This is an optimization exercise on Yosys and OpenROAD, whose aim is small area, a short achievable clock period and few clock cycles, not a production implementation.
The RTL was checked by simulation tests, not by an equivalence proof against the original design.

==> inputs of delta <==
Design mandel_render_top, start of the top module:
module mandel_render_top #(
	parameter int SCREEN_W = 64,
	parameter int SCREEN_H = 48,
	parameter int MAX_ITER = 256,
	parameter int NUM_LANES = 2,
	parameter fixed_point_pkg::fixed_t BASE_STEP = 27'sd393216,
	parameter int ZOOM_MAX = 8
) (
	input  logic clk,
	input  logic reset,
	input  logic zoom_in_i,
	input  logic zoom_out_i,
	input  logic pan_left_i,
	input  logic pan_right_i,
	input  logic pan_up_i,
	input  logic pan_down_i,
	output logic psel_o,
	output logic penable_o,
	output logic pwrite_o,
	output logic [18:0] paddr_o,
	output logic [7:0] pwdata_o,
	input  logic pready_i,
	output logic frame_done_o
);
Settings: LEC_CHECK=0, ABC_CLOCK_PERIOD_IN_PS=4500, CAP_MARGIN=65, CORE_MARGIN=2, CORE_UTILIZATION=40, CTS_CLUSTER_DIAMETER=100, CTS_CLUSTER_SIZE=24, SLEW_MARGIN=65; clock period 15.0 ns.
run.sh (not shown) runs the stock make flow with config.mk's settings and CLKGATE_MAP_FILE= SYNTH_SCRIPT=/design/flow/synth_recipe.tcl, a recipe that flattens the netlist after the stock synthesis.
==> zinc (differences from delta) <==
ABC_AREA = 1   (was not set)
ABC_CLOCK_PERIOD_IN_PS = not set   (was 4500)
CAP_MARGIN = 50   (was 65)
SLEW_MARGIN = 50   (was 65)
==> juniper (differences from delta) <==
--- a/flow/design.v
+++ b/flow/design.v
@@ -3562,39 +3562,40 @@
 		.p0(s2_p0), .p1(s2_p1),
 		.cim(s2_ci[26:1]),
 		.zi25(s2_zi25),
 		.q0(q0), .q1(q1)
 	);
 	assign zi_sum = render_pkg::ks_add27({1'b0, q0}, {1'b0, q1}, s2_cp);
 	assign zi_new = {zi_sum[25:0], s2_ci[0]};
-	fixed_point_pkg::fixed_t x_zi;
-	assign x_zi = s2_load ? gen_ci : zi_new;
 	assign take = s2_load && !restart_i;
 	assign take_o = take;
 	always_ff @(posedge clk) begin
 		if (rst || restart_i)
 			s0_run <= 1'b0;
 		else
 			s0_run <= s2_run || s2_load;
 		if (s2_load) begin
 			s0_zr <= gen_cr;
+			s0_zi <= gen_ci;
+			s0_bc <= booth_ctl(gen_ci);
 			s0_cr <= gen_cr;
 			s0_ci <= gen_ci;
 			s0_n <= 9'd1;
+			s0_sv <= {gen_cr[25:0], gen_ci[25:0]};
 			s0_addr <= gen_addr;
 		end else begin
 			s0_zr <= zr_new;
+			s0_zi <= zi_new;
+			s0_bc <= booth_ctl(zi_new);
 			s0_cr <= s2_cr;
 			s0_ci <= s2_ci;
 			s0_n <= s2_n;
+			s0_sv <= s2_sv;
 			s0_addr <= s2_addr;
 		end
-		s0_zi <= x_zi;
-		s0_bc <= booth_ctl(x_zi);
-		s0_sv <= s2_sv;
 	end
 	assign idle_o = !gen_left && !s0_run && !s1_run && !s2_run;
 endmodule
 `timescale 1ns/100ps
 module view_control (
 	input  logic clk,
 	input  logic rst,
@@ -3652,15 +3653,15 @@
 	output logic penable_o,
 	output render_pkg::pixel_addr_t paddr_o,
 	output render_pkg::color_t pwdata_o,
 	input  logic pready_i
 );
 	localparam int AW = $clog2(DEPTH);
 	render_pkg::pixel_addr_t addr_q [DEPTH];
-	logic [8:2] count_q [DEPTH];
+	render_pkg::iter_t count_q [DEPTH];
 	logic esc_q [DEPTH];
 	render_pkg::iter_t head_count;
 	render_pkg::color_t head_color;
 	logic [AW-1:0] rd_q;
 	logic [AW-1:0] wr_q;
 	logic [DEPTH-1:0] valid_q;
 	logic [AW:0] credits_q;
@@ -3685,15 +3686,15 @@
 		if (flush_i) begin
 			rd_q <= '0;
 			wr_q <= '0;
 			valid_q <= '0;
 		end else begin
 			if (!valid_q[wr_q]) begin
 				addr_q[wr_q] <= addr_i;
-				count_q[wr_q] <= count_i[8:2];
+				count_q[wr_q] <= count_i;
 				esc_q[wr_q] <= esc_i;
 			end
 			if (push_i)
 				wr_q <= wr_q + 1'b1;
 			if (pop)
 				rd_q <= rd_q + 1'b1;
 			for (int k = 0; k < DEPTH; k++) begin
@@ -3720,15 +3721,15 @@
 			setup_q <= 1'b0;
 		end else if (!idle_q && pready_i) begin
 			psel_o <= 1'b0;
 			penable_o <= 1'b0;
 			idle_q <= 1'b1;
 		end
 	end
-	assign head_count = {count_q[rd_q], 2'b00};
+	assign head_count = count_q[rd_q];
 	assign head_color = (esc_q[rd_q] && !head_count[8]) ?
 		render_pkg::escape_color(head_count) : 8'h00;
 	always_ff @(posedge clk) begin
 		if (bus_free) begin
 			paddr_o <= addr_q[rd_q];
 			pwdata_o <= head_color;
 		end
ABC_CLOCK_PERIOD_IN_PS = not set   (was 4500)
CTS_BUF_LIST = sky130_fd_sc_hd__clkbuf_8   (was not set)
CTS_CLUSTER_DIAMETER = not set   (was 100)
CTS_CLUSTER_SIZE = not set   (was 24)
==> results.py <==
metrics = {
    "layout": {
        "signal_buffers": 130,
        "sh_seq_area_pct": 31.13,
    },
    "critical_path": {
        "reg2reg_slack_ps": 10220,
        "cpLargestDelayFamily": "adder cells",
        "cp.arrival_ps": 5430,
        "critPathSlowestCell": "fa_1",
    },
    "global_route": {
        "grt_pass1_vias": 47569,
        "grt.total_usage_pct": 20.71,
    },
    "place": {
        "gp_congestion": 0.8530,
    },
    "synthesis": {
        "synth_area_per_cell_sq_um": 10.48,
        "yosys-top-cells-area": "dfxtp_1 (27%), fa_1 (25%), edfxtp_1 (6.5%)",
    },
    "run_status": {
        "status": "finished clean",
    },
    "clock_tree": {
        "cts_htree_levels": 2,
    },
}
Source of the figures above: delta

==> results.py <==
metrics = {
    "run_status": {
        "status": "finished clean",
    },
    "critical_path": {
        "cp.arrival_ps": 5580,
        "critPathSlowestCell": "clkinv_1",
        "cpLargestDelayFamily": "adder cells",
    },
    "synthesis": {
        "yosys-top-cells-area": "dfxtp_1 (26%), fa_1 (25%), inv_1 (9.7%)",
        "synth_area_per_cell_sq_um": 8.938,
    },
    "layout": {
        "signal_buffers": 149,
    },
    "global_route": {
        "grt_pass1_vias": 52186,
        "grt.total_usage_pct": 21.42,
    },
}
Source of the figures above: zinc

==> results.py <==
metrics = {
    "critical_path": {
        "critPathSlowestCell": "clkdlybuf4s50_1",
        "cp.arrival_ps": 1970,
        "cpLargestDelayFamily": "buffers and inverters",
    },
    "clock_tree": {
        "cts_htree_levels": 4,
    },
    "place": {
        "gp_congestion": 0.8557,
    },
    "layout": {
        "signal_buffers": 142,
        "sh_seq_area_pct": 29.67,
    },
    "global_route": {
        "grt.total_usage_pct": 21.66,
        "grt_pass1_vias": 50051,
    },
    "run_status": {
        "status": "finished clean",
    },
}
Source of the figures above: juniper

Testbench counts of delta, summed over its fixed seeds: cycles 3,488,163.
Testbench counts of zinc, summed over its fixed seeds: cycles 3,488,163.
Testbench counts of juniper, summed over its fixed seeds: cycles 3,488,163.

==> port drivers added, routing unchanged <==
How much do the figures lean on ideal ports? The routed layouts below were timed once more, with nothing changed but the port constraints. Step 1 (the two cells are an assumption about what drives the block):
set clk [get_ports {clk}]
set_driving_cell -lib_cell sky130_fd_sc_hd__clkbuf_16 $clk
set_driving_cell -lib_cell sky130_fd_sc_hd__buf_2 [delete_from_list [all_inputs] $clk]
Step 2, shift: input delay + t, output delay - t, t = (earliest + latest rising clock arrival at the registers) / 2. This alone moves slack from input paths to output paths. a / b / c = ideal / step 1 / step 2; a / b = the first two.
run	t, ns	setup WS [ns]	worst setup path after step 2	cell pins on the clock port's net
delta	0.801	10.225 / 10.225 / 10.134	input to register	1
zinc	0.800	10.054 / 10.054 / 10.054	register to register	1
juniper	1.014	10.029 / 9.949 / 10.132	input to register	1
After both steps setup and hold are still met in every run listed. For delta, which loses most, drivers alone change the setup slack by 0.000 ns; drivers and shift together by -0.091 ns.
